Source: an optimization exercise on an open RTL-to-GDS flow (aim: small area and a short achievable clock period). Production flows keep margins and buffers that such runs may drop. Where RTL was checked, it was by simulation tests only, not by an equivalence proof against the original. No activity file was given, so power comes from the tool's default toggle rates.

==> flow/design.v (excerpt) <==
module imem_prog_store #(
  parameter int                INST_W  = 9,
  parameter int                PC_W    = 8,
  parameter int                ADDR_W  = 8,
  parameter int                NPROG   = 4,
  parameter logic [INST_W-1:0] HALT_OP = '1,
  parameter int                SEL_W   = (NPROG > 1) ? $clog2(NPROG) : 1
) (
  input  logic              CLK,
  input  logic              reset_n,
  input  logic              clr,
  input  logic              ld_start,
  input  logic [SEL_W-1:0]  ld_slot,
  input  logic              ld_valid,
  input  logic [INST_W-1:0] ld_data,
  input  logic              ld_last,
  output logic              ld_ready,
  output logic              ld_err,
  input  logic              fetch_en,
  input  logic [SEL_W-1:0]  prog_sel,
  input  logic [PC_W-1:0]   PC,
  output logic              fetch_rdy,
  output logic [INST_W-1:0] inst,
  output logic              inst_vld
);
Size: ~5400 cells after synthesis, about 94000 sq um of cells after synthesis.
==> module imem_prog_store, before the edit <==
module imem_prog_store #(
  parameter int                INST_W  = 9,
  parameter int                PC_W    = 8,
  parameter int                ADDR_W  = 8,
  parameter int                NPROG   = 4,
  parameter logic [INST_W-1:0] HALT_OP = '1,
  parameter int                SEL_W   = (NPROG > 1) ? $clog2(NPROG) : 1
) (
  input  logic              CLK,
  input  logic              reset_n,
  input  logic              clr,
  input  logic              ld_start,
  input  logic [SEL_W-1:0]  ld_slot,
  input  logic              ld_valid,
  input  logic [INST_W-1:0] ld_data,
  input  logic              ld_last,
  output logic              ld_ready,
  output logic              ld_err,
  input  logic              fetch_en,
  input  logic [SEL_W-1:0]  prog_sel,
  input  logic [PC_W-1:0]   PC,
  output logic              fetch_rdy,
  output logic [INST_W-1:0] inst,
  output logic              inst_vld
);
  logic              state;
  logic [INST_W-1:0] mem [2**ADDR_W];
  logic [ADDR_W:0]   fill_ptr;
  logic [NPROG-1:0]  slot_vld;
  logic [ADDR_W-1:0] base [NPROG];
  logic [PC_W-1:0]   lst  [NPROG];
  logic [PC_W-1:0]   cnt;
  logic [SEL_W-1:0]  cur_slot;
  logic              full;
  logic              beat;
  logic              fetch_hit;
  logic [INST_W-1:0] rdata;
  assign full      = fill_ptr[ADDR_W];
  assign fetch_rdy = !state;
  assign ld_ready  = state && !full;
  assign beat      = ld_valid && ld_ready;
  function automatic logic [2:0] add2(input logic [1:0] x, input logic [1:0] y);
    case ({x, y})
      4'h0: add2 = 3'd0; 4'h1: add2 = 3'd1; 4'h2: add2 = 3'd2; 4'h3: add2 = 3'd3;
      4'h4: add2 = 3'd1; 4'h5: add2 = 3'd2; 4'h6: add2 = 3'd3; 4'h7: add2 = 3'd4;
      4'h8: add2 = 3'd2; 4'h9: add2 = 3'd3; 4'hA: add2 = 3'd4; 4'hB: add2 = 3'd5;
      4'hC: add2 = 3'd3; 4'hD: add2 = 3'd4; 4'hE: add2 = 3'd5; default: add2 = 3'd6;
    endcase
  endfunction
  function automatic logic [1:0] inc2(input logic [1:0] x, input logic c);
    case ({c, x})
      3'b100: inc2 = 2'd1; 3'b101: inc2 = 2'd2; 3'b110: inc2 = 2'd3; 3'b111: inc2 = 2'd0;
      default: inc2 = x;
    endcase
  endfunction
  function automatic logic [1:0] cmp2(input logic [1:0] x, input logic [1:0] y);
    case ({x, y})
      4'h0, 4'h5, 4'hA, 4'hF:               cmp2 = 2'b01;
      4'h4, 4'h8, 4'h9, 4'hC, 4'hD, 4'hE:   cmp2 = 2'b10;
      default:                              cmp2 = 2'b00;
    endcase
  endfunction
  logic [ADDR_W-1:0] b;
  logic [ADDR_W-1:0] fetch_addr;
  logic [2:0]        d [4];
  logic [4:0]        c;
  always_comb begin
    b = base[prog_sel];
    for (int k = 0; k < 4; k++) d[k] = add2(b[2*k+:2], PC[2*k+:2]);
    c[0] = 1'b0;
    c[1] = d[0][2];
    c[2] = d[1][2] | (d[1][1:0] == 2'd3) & d[0][2];
    c[3] = d[2][2] | (d[2][1:0] == 2'd3) & (d[1][2] | (d[1][1:0] == 2'd3) & d[0][2]);
    c[4] = 1'b0;
    for (int k = 0; k < 4; k++) fetch_addr[2*k+:2] = inc2(d[k][1:0], c[k]);
  end
  logic [PC_W-1:0] l;
  logic [1:0]      e [4];
  always_comb begin
    l = lst[prog_sel];
    for (int k = 0; k < 4; k++) e[k] = cmp2(PC[2*k+:2], l[2*k+:2]);
    fetch_hit = slot_vld[prog_sel] &&
                !(e[3][1] || e[3][0] && (e[2][1] || e[2][0] && (e[1][1] || e[1][0] && e[0][1])));
  end
  logic [3:0]        oh [4];
  logic [INST_W-1:0] lv1 [64];
  logic [INST_W-1:0] lv2 [16];
  always_comb
    for (int k = 0; k < 4; k++) oh[k] = 4'b1 << fetch_addr[2*k+:2];
  for (genvar k = 0; k < 64; k++) begin : g_lv1
    for (genvar i = 0; i < INST_W; i++) begin : g_bit
      imem_sel4 u_sel (.o(oh[0]), .w({mem[4*k+3][i], mem[4*k+2][i], mem[4*k+1][i], mem[4*k][i]}),
                       .y(lv1[k][i]));
    end
  end
  for (genvar k = 0; k < 16; k++) begin : g_lv2
    for (genvar i = 0; i < INST_W; i++) begin : g_bit
      imem_sel4 u_sel (.o(oh[1]), .w({lv1[4*k+3][i], lv1[4*k+2][i], lv1[4*k+1][i], lv1[4*k][i]}),
                       .y(lv2[k][i]));
    end
  end
  logic [INST_W-1:0] rd2 [16];
  logic [3:0]        roh2, roh3;
  logic              rmiss;
  logic [INST_W-1:0] rl3 [4];
  for (genvar k = 0; k < 4; k++) begin : g_lv3
    for (genvar i = 0; i < INST_W; i++) begin : g_bit
      imem_sel4 u_sel (.o(roh2), .w({rd2[4*k+3][i], rd2[4*k+2][i], rd2[4*k+1][i], rd2[4*k][i]}),
                       .y(rl3[k][i]));
    end
  end
  for (genvar i = 0; i < INST_W; i++) begin : g_lv4
    imem_sel4 u_sel (.o(roh3), .w({rl3[3][i], rl3[2][i], rl3[1][i], rl3[0][i]}), .y(rdata[i]));
  end
  assign inst = rdata | {INST_W{rmiss}};
  always_ff @(posedge CLK) begin
    if (!clr && !state && fetch_en) begin
      for (int k = 0; k < 16; k++) rd2[k] <= lv2[k];
      roh2 <= oh[2];
      roh3 <= oh[3];
    end
  end
  always_ff @(posedge CLK or negedge reset_n) begin
    if (!reset_n) begin
      state    <= 1'b0;
      fill_ptr <= '0;
      slot_vld <= '0;
      ld_err   <= 1'b0;
      rmiss    <= 1'b1;
      inst_vld <= 1'b0;
    end else if (clr) begin
      state    <= 1'b0;
      fill_ptr <= '0;
      slot_vld <= '0;
      inst_vld <= 1'b0;
    end else if (!state) begin
      inst_vld <= fetch_en;
      if (fetch_en) rmiss <= !fetch_hit;
      if (ld_start) begin
        state             <= 1'b1;
        slot_vld[ld_slot] <= 1'b0;
      end
    end else begin
      inst_vld <= 1'b0;
      if (beat) begin
        fill_ptr <= fill_ptr + 1'b1;
        if (ld_last) begin
          state              <= 1'b0;
          slot_vld[cur_slot] <= 1'b1;
        end
      end else if (ld_valid) begin
        state  <= 1'b0;
        ld_err <= 1'b1;
      end
    end
  end
  always_ff @(posedge CLK) begin
    if (!clr) begin
      if (!state) begin
        if (ld_start) begin
          cur_slot      <= ld_slot;
          base[ld_slot] <= fill_ptr[ADDR_W-1:0];
          cnt           <= '0;
        end
      end else if (beat) begin
        cnt <= cnt + 1'b1;
        if (ld_last) lst[cur_slot] <= cnt;
      end
    end
  end
  always_ff @(posedge CLK) begin
    if (beat) mem[fill_ptr[ADDR_W-1:0]] <= ld_data;
  end
endmodule
export LEC_CHECK = 0
export CAP_MARGIN = 20
export CORE_MARGIN = 2
export CORE_UTILIZATION = 40
export SETUP_SLACK_MARGIN = 2.5
export SLEW_MARGIN = 20
export SYNTH_HIERARCHICAL = 1
create_clock -name core_clock -period 5.5 [get_ports {CLK}]
run.sh (not shown) runs the stock make flow with config.mk's settings and CLKGATE_MAP_FILE= SYNTH_SCRIPT=/design/flow/synth_recipe.tcl, a recipe that flattens the netlist after the stock synthesis.
Then changed:
--- a/flow/design.v
+++ b/flow/design.v
@@ -83,10 +83,11 @@
                 !(e[3][1] || e[3][0] && (e[2][1] || e[2][0] && (e[1][1] || e[1][0] && e[0][1])));
   end
   logic [3:0]        oh [4];
   logic [INST_W-1:0] lv1 [64];
   logic [INST_W-1:0] lv2 [16];
+  logic [INST_W-1:0] lv3 [4];
   always_comb
     for (int k = 0; k < 4; k++) oh[k] = 4'b1 << fetch_addr[2*k+:2];
   for (genvar k = 0; k < 64; k++) begin : g_lv1
     for (genvar i = 0; i < INST_W; i++) begin : g_bit
       imem_sel4 u_sel (.o(oh[0]), .w({mem[4*k+3][i], mem[4*k+2][i], mem[4*k+1][i], mem[4*k][i]}),
@@ -97,28 +98,26 @@
     for (genvar i = 0; i < INST_W; i++) begin : g_bit
       imem_sel4 u_sel (.o(oh[1]), .w({lv1[4*k+3][i], lv1[4*k+2][i], lv1[4*k+1][i], lv1[4*k][i]}),
                        .y(lv2[k][i]));
     end
   end
-  logic [INST_W-1:0] rd2 [16];
-  logic [3:0]        roh2, roh3;
-  logic              rmiss;
-  logic [INST_W-1:0] rl3 [4];
   for (genvar k = 0; k < 4; k++) begin : g_lv3
     for (genvar i = 0; i < INST_W; i++) begin : g_bit
-      imem_sel4 u_sel (.o(roh2), .w({rd2[4*k+3][i], rd2[4*k+2][i], rd2[4*k+1][i], rd2[4*k][i]}),
-                       .y(rl3[k][i]));
+      imem_sel4 u_sel (.o(oh[2]), .w({lv2[4*k+3][i], lv2[4*k+2][i], lv2[4*k+1][i], lv2[4*k][i]}),
+                       .y(lv3[k][i]));
     end
   end
+  logic [INST_W-1:0] rd3 [4];
+  logic [3:0]        roh3;
+  logic              rmiss;
   for (genvar i = 0; i < INST_W; i++) begin : g_lv4
-    imem_sel4 u_sel (.o(roh3), .w({rl3[3][i], rl3[2][i], rl3[1][i], rl3[0][i]}), .y(rdata[i]));
+    imem_sel4 u_sel (.o(roh3), .w({rd3[3][i], rd3[2][i], rd3[1][i], rd3[0][i]}), .y(rdata[i]));
   end
   assign inst = rdata | {INST_W{rmiss}};
   always_ff @(posedge CLK) begin
     if (!clr && !state && fetch_en) begin
-      for (int k = 0; k < 16; k++) rd2[k] <= lv2[k];
-      roh2 <= oh[2];
+      for (int k = 0; k < 4; k++) rd3[k] <= lv3[k];
       roh3 <= oh[3];
     end
   end
   always_ff @(posedge CLK or negedge reset_n) begin
     if (!reset_n) begin
Area after synthesis fell by a few percent.
Count of clock-buffer cells in the layout fell by 57.
Non-clock buffer count fell by 23.
Hold slack is worse by 0.0088 ns.
Final cell count fell by a few percent.
Final area fell by a few percent.
Setup slack is better by 0.43 ns.
Utilization fell by 1.7 points.
First-iteration DRC count rose by a few percent.
Total power fell by a little under a tenth.
Sequential power fell by a few percent.
Combinational power fell by a few percent.
No functional check of the RTL was part of the first run of this note.

---

Another version of the RTL of imem_prog_store (not shown whole).
Size in the first run: ~4900 cells after synthesis, about 41 I/O pins, about 90000 sq um of cells after synthesis.
==> module imem_prog_store, before the edit <==
module imem_prog_store #(
  parameter int                INST_W  = 9,
  parameter int                PC_W    = 8,
  parameter int                ADDR_W  = 8,
  parameter int                NPROG   = 4,
  parameter logic [INST_W-1:0] HALT_OP = '1,
  parameter int                SEL_W   = (NPROG > 1) ? $clog2(NPROG) : 1
) (
  input  logic              CLK,
  input  logic              reset_n,
  input  logic              clr,
  input  logic              ld_start,
  input  logic [SEL_W-1:0]  ld_slot,
  input  logic              ld_valid,
  input  logic [INST_W-1:0] ld_data,
  input  logic              ld_last,
  output logic              ld_ready,
  output logic              ld_err,
  input  logic              fetch_en,
  input  logic [SEL_W-1:0]  prog_sel,
  input  logic [PC_W-1:0]   PC,
  output logic              fetch_rdy,
  output logic [INST_W-1:0] inst,
  output logic              inst_vld
);
  logic              state;
  logic [INST_W-1:0] mem [2**ADDR_W];
  logic [ADDR_W:0]   fill_ptr;
  logic [NPROG-1:0]  slot_vld;
  logic [ADDR_W-1:0] base [NPROG];
  logic [PC_W-1:0]   lst  [NPROG];
  logic [PC_W-1:0]   cnt;
  logic [SEL_W-1:0]  cur_slot;
  logic              full;
  logic              beat;
  logic              fetch_hit;
  assign full      = fill_ptr[ADDR_W];
  assign fetch_rdy = !state;
  assign ld_ready  = state && !full;
  assign beat      = ld_valid && ld_ready;
  function automatic logic [1:0] cmp2(input logic [1:0] x, input logic [1:0] y);
    case ({x, y})
      4'h0, 4'h5, 4'hA, 4'hF:               cmp2 = 2'b01;
      4'h4, 4'h8, 4'h9, 4'hC, 4'hD, 4'hE:   cmp2 = 2'b10;
      default:                              cmp2 = 2'b00;
    endcase
  endfunction
  logic [7:0] oh0, oh1;
  logic [3:0] oh2;
  imem_fetch_oh u_foh (.sel(prog_sel), .pc(PC), .b0(base[0]), .b1(base[1]), .b2(base[2]),
                       .b3(base[3]), .oh0(oh0), .oh1(oh1), .oh2(oh2));
  logic [PC_W-1:0] l;
  logic [1:0]      e [4];
  always_comb begin
    l = lst[prog_sel];
    for (int k = 0; k < 4; k++) e[k] = cmp2(PC[2*k+:2], l[2*k+:2]);
    fetch_hit = slot_vld[prog_sel] &&
                !(e[3][1] || e[3][0] && (e[2][1] || e[2][0] && (e[1][1] || e[1][0] && e[0][1])));
  end
  logic [INST_W-1:0] lv1 [32];
  logic [INST_W-1:0] lv2 [4];
  for (genvar k = 0; k < 32; k++) begin : g_lv1
    for (genvar i = 0; i < INST_W; i++) begin : g_bit
      imem_sel8 u_sel (.o(oh0), .w({mem[8*k+7][i], mem[8*k+6][i], mem[8*k+5][i], mem[8*k+4][i],
                                    mem[8*k+3][i], mem[8*k+2][i], mem[8*k+1][i], mem[8*k][i]}),
                       .y(lv1[k][i]));
    end
  end
  for (genvar k = 0; k < 4; k++) begin : g_lv2
    for (genvar i = 0; i < INST_W; i++) begin : g_bit
      imem_sel8 u_sel (.o(oh1), .w({lv1[8*k+7][i], lv1[8*k+6][i], lv1[8*k+5][i], lv1[8*k+4][i],
                                    lv1[8*k+3][i], lv1[8*k+2][i], lv1[8*k+1][i], lv1[8*k][i]}),
                       .y(lv2[k][i]));
    end
  end
  logic [INST_W-1:0] nrd2 [4];
  logic [3:0]        roh2;
  logic [INST_W-1:0] nrdata;
  for (genvar i = 0; i < INST_W; i++) begin : g_lv3
    imem_sel4 u_sel (.o(roh2), .w({nrd2[3][i], nrd2[2][i], nrd2[1][i], nrd2[0][i]}),
                     .y(nrdata[i]));
  end
  assign inst = ~nrdata;
  always_ff @(posedge CLK) begin
    if (!clr && !state && fetch_en) begin
      for (int k = 0; k < 4; k++) nrd2[k] <= ~lv2[k];
    end
  end
  always_ff @(posedge CLK or negedge reset_n) begin
    if (!reset_n) begin
      roh2 <= '0;
    end else if (!clr && !state && fetch_en) begin
      roh2 <= oh2 & {4{fetch_hit}};
    end
  end
  always_ff @(posedge CLK or negedge reset_n) begin
    if (!reset_n) begin
      state    <= 1'b0;
      fill_ptr <= '0;
      slot_vld <= '0;
      ld_err   <= 1'b0;
      inst_vld <= 1'b0;
    end else if (clr) begin
      state    <= 1'b0;
      fill_ptr <= '0;
      slot_vld <= '0;
      inst_vld <= 1'b0;
    end else if (!state) begin
      inst_vld <= fetch_en;
      if (ld_start) begin
        state             <= 1'b1;
        slot_vld[ld_slot] <= 1'b0;
      end
    end else begin
      inst_vld <= 1'b0;
      if (beat) begin
        fill_ptr <= fill_ptr + 1'b1;
        if (ld_last) begin
          state              <= 1'b0;
          slot_vld[cur_slot] <= 1'b1;
        end
      end else if (ld_valid) begin
        state  <= 1'b0;
        ld_err <= 1'b1;
      end
    end
  end
  always_ff @(posedge CLK) begin
    if (!clr) begin
      if (!state) begin
        if (ld_start) begin
          cur_slot      <= ld_slot;
          base[ld_slot] <= fill_ptr[ADDR_W-1:0];
          cnt           <= '0;
        end
      end else if (beat) begin
        cnt <= cnt + 1'b1;
        if (ld_last) lst[cur_slot] <= cnt;
      end
    end
  end
  always_ff @(posedge CLK) begin
    if (beat) mem[fill_ptr[ADDR_W-1:0]] <= ld_data;
  end
endmodule
==> module imem_sel4, before the edit <==
module imem_sel4 (
  input  logic [3:0] o,
  input  logic [3:0] w,
  output logic       y
);
  assign y = |(w & o);
endmodule
clock: 5.5 ns
lec_check: 0
cap_margin: 20
core_margin: 2
core_utilization: 40
setup_slack_margin: 2.5
slew_margin: 20
synth_hierarchical: 1
==> next run, changes <==
--- a/flow/design.v
+++ b/flow/design.v
@@ -75,12 +75,10 @@
   end
   logic [INST_W-1:0] nrd2 [4];
   logic [3:0]        roh2;
-  logic [INST_W-1:0] nrdata;
   for (genvar i = 0; i < INST_W; i++) begin : g_lv3
-    imem_sel4 u_sel (.o(roh2), .w({nrd2[3][i], nrd2[2][i], nrd2[1][i], nrd2[0][i]}),
-                     .y(nrdata[i]));
-  end
-  assign inst = ~nrdata;
+    imem_sel4n u_sel (.o(roh2), .w({nrd2[3][i], nrd2[2][i], nrd2[1][i], nrd2[0][i]}),
+                      .y(inst[i]));
+  end
   always_ff @(posedge CLK) begin
     if (!clr && !state && fetch_en) begin
       for (int k = 0; k < 4; k++) nrd2[k] <= ~lv2[k];
@@ -142,13 +140,6 @@
   always_ff @(posedge CLK) begin
     if (beat) mem[fill_ptr[ADDR_W-1:0]] <= ld_data;
   end
-endmodule
-module imem_sel4 (
-  input  logic [3:0] o,
-  input  logic [3:0] w,
-  output logic       y
-);
-  assign y = |(w & o);
 endmodule
 module imem_sel8 (
   input  logic [7:0] o,
@@ -212,3 +203,10 @@
     oh2 = c6 ? {s2[2:0], s2[3]} : s2;
   end
 endmodule
+module imem_sel4n (
+  input  logic [3:0] o,
+  input  logic [3:0] w,
+  output logic       y
+);
+  assign y = ~|(w & o);
+endmodule
Effect: Final cell count rises by 0.33%; final area increases by 0.39%; synthesized cell count shrinks by 0.47%; core utilization climbs by 0.19 points; combinational power decreases by about 4%; via count goes down by about 0.9%; area after synthesis hardly moves; maximum frequency decreases by about 2%; count of clock-buffer cells in the layout decreases by 6; worst setup slack got worse by 75 ps.
No run of this note included a check of the RTL's function; only the layout flow was run.

[static timing again, ports no longer ideal]
The results above use ideal ports. As a check the final layouts listed here were re-extracted and re-timed, cells and wires unchanged. Step 1 assumes that a clkbuf_16 drives the clock port and a buf_2 every other input. Step 2 adds t to the input delays and takes it off the output delays; t is the mean of the earliest and latest rising clock arrival at the registers after step 1. Input paths then give back, and output paths get back, about the clock's delay inside the block. Three values: no drivers, after step 1, after step 2; two values: the first two.
| run | shift t [ns] | setup WS [ns] | clock arrival spread, ns | cell pins on the clock port's net |
|---|---|---|---|---|
| the first run of note 1 | 0.976 | 1.404 / 1.319 / 1.315 | 0.076 / 0.075 | 1 |
| the second run of note 1 | 0.933 | 1.830 / 1.830 / 0.960 | 0.079 / 0.078 | 1 |
| the first run of note 2 | 0.962 | 1.957 / 1.982 / 1.055 | 0.037 / 0.037 | 1 |
| the second run of note 2 | 0.947 | 1.882 / 1.795 / 0.986 | 0.060 / 0.060 | 1 |
After both steps setup and hold are still met in every run listed. For the first run of note 2, which loses most, drivers alone change the setup slack by +0.025 ns; drivers and shift together by -0.902 ns.
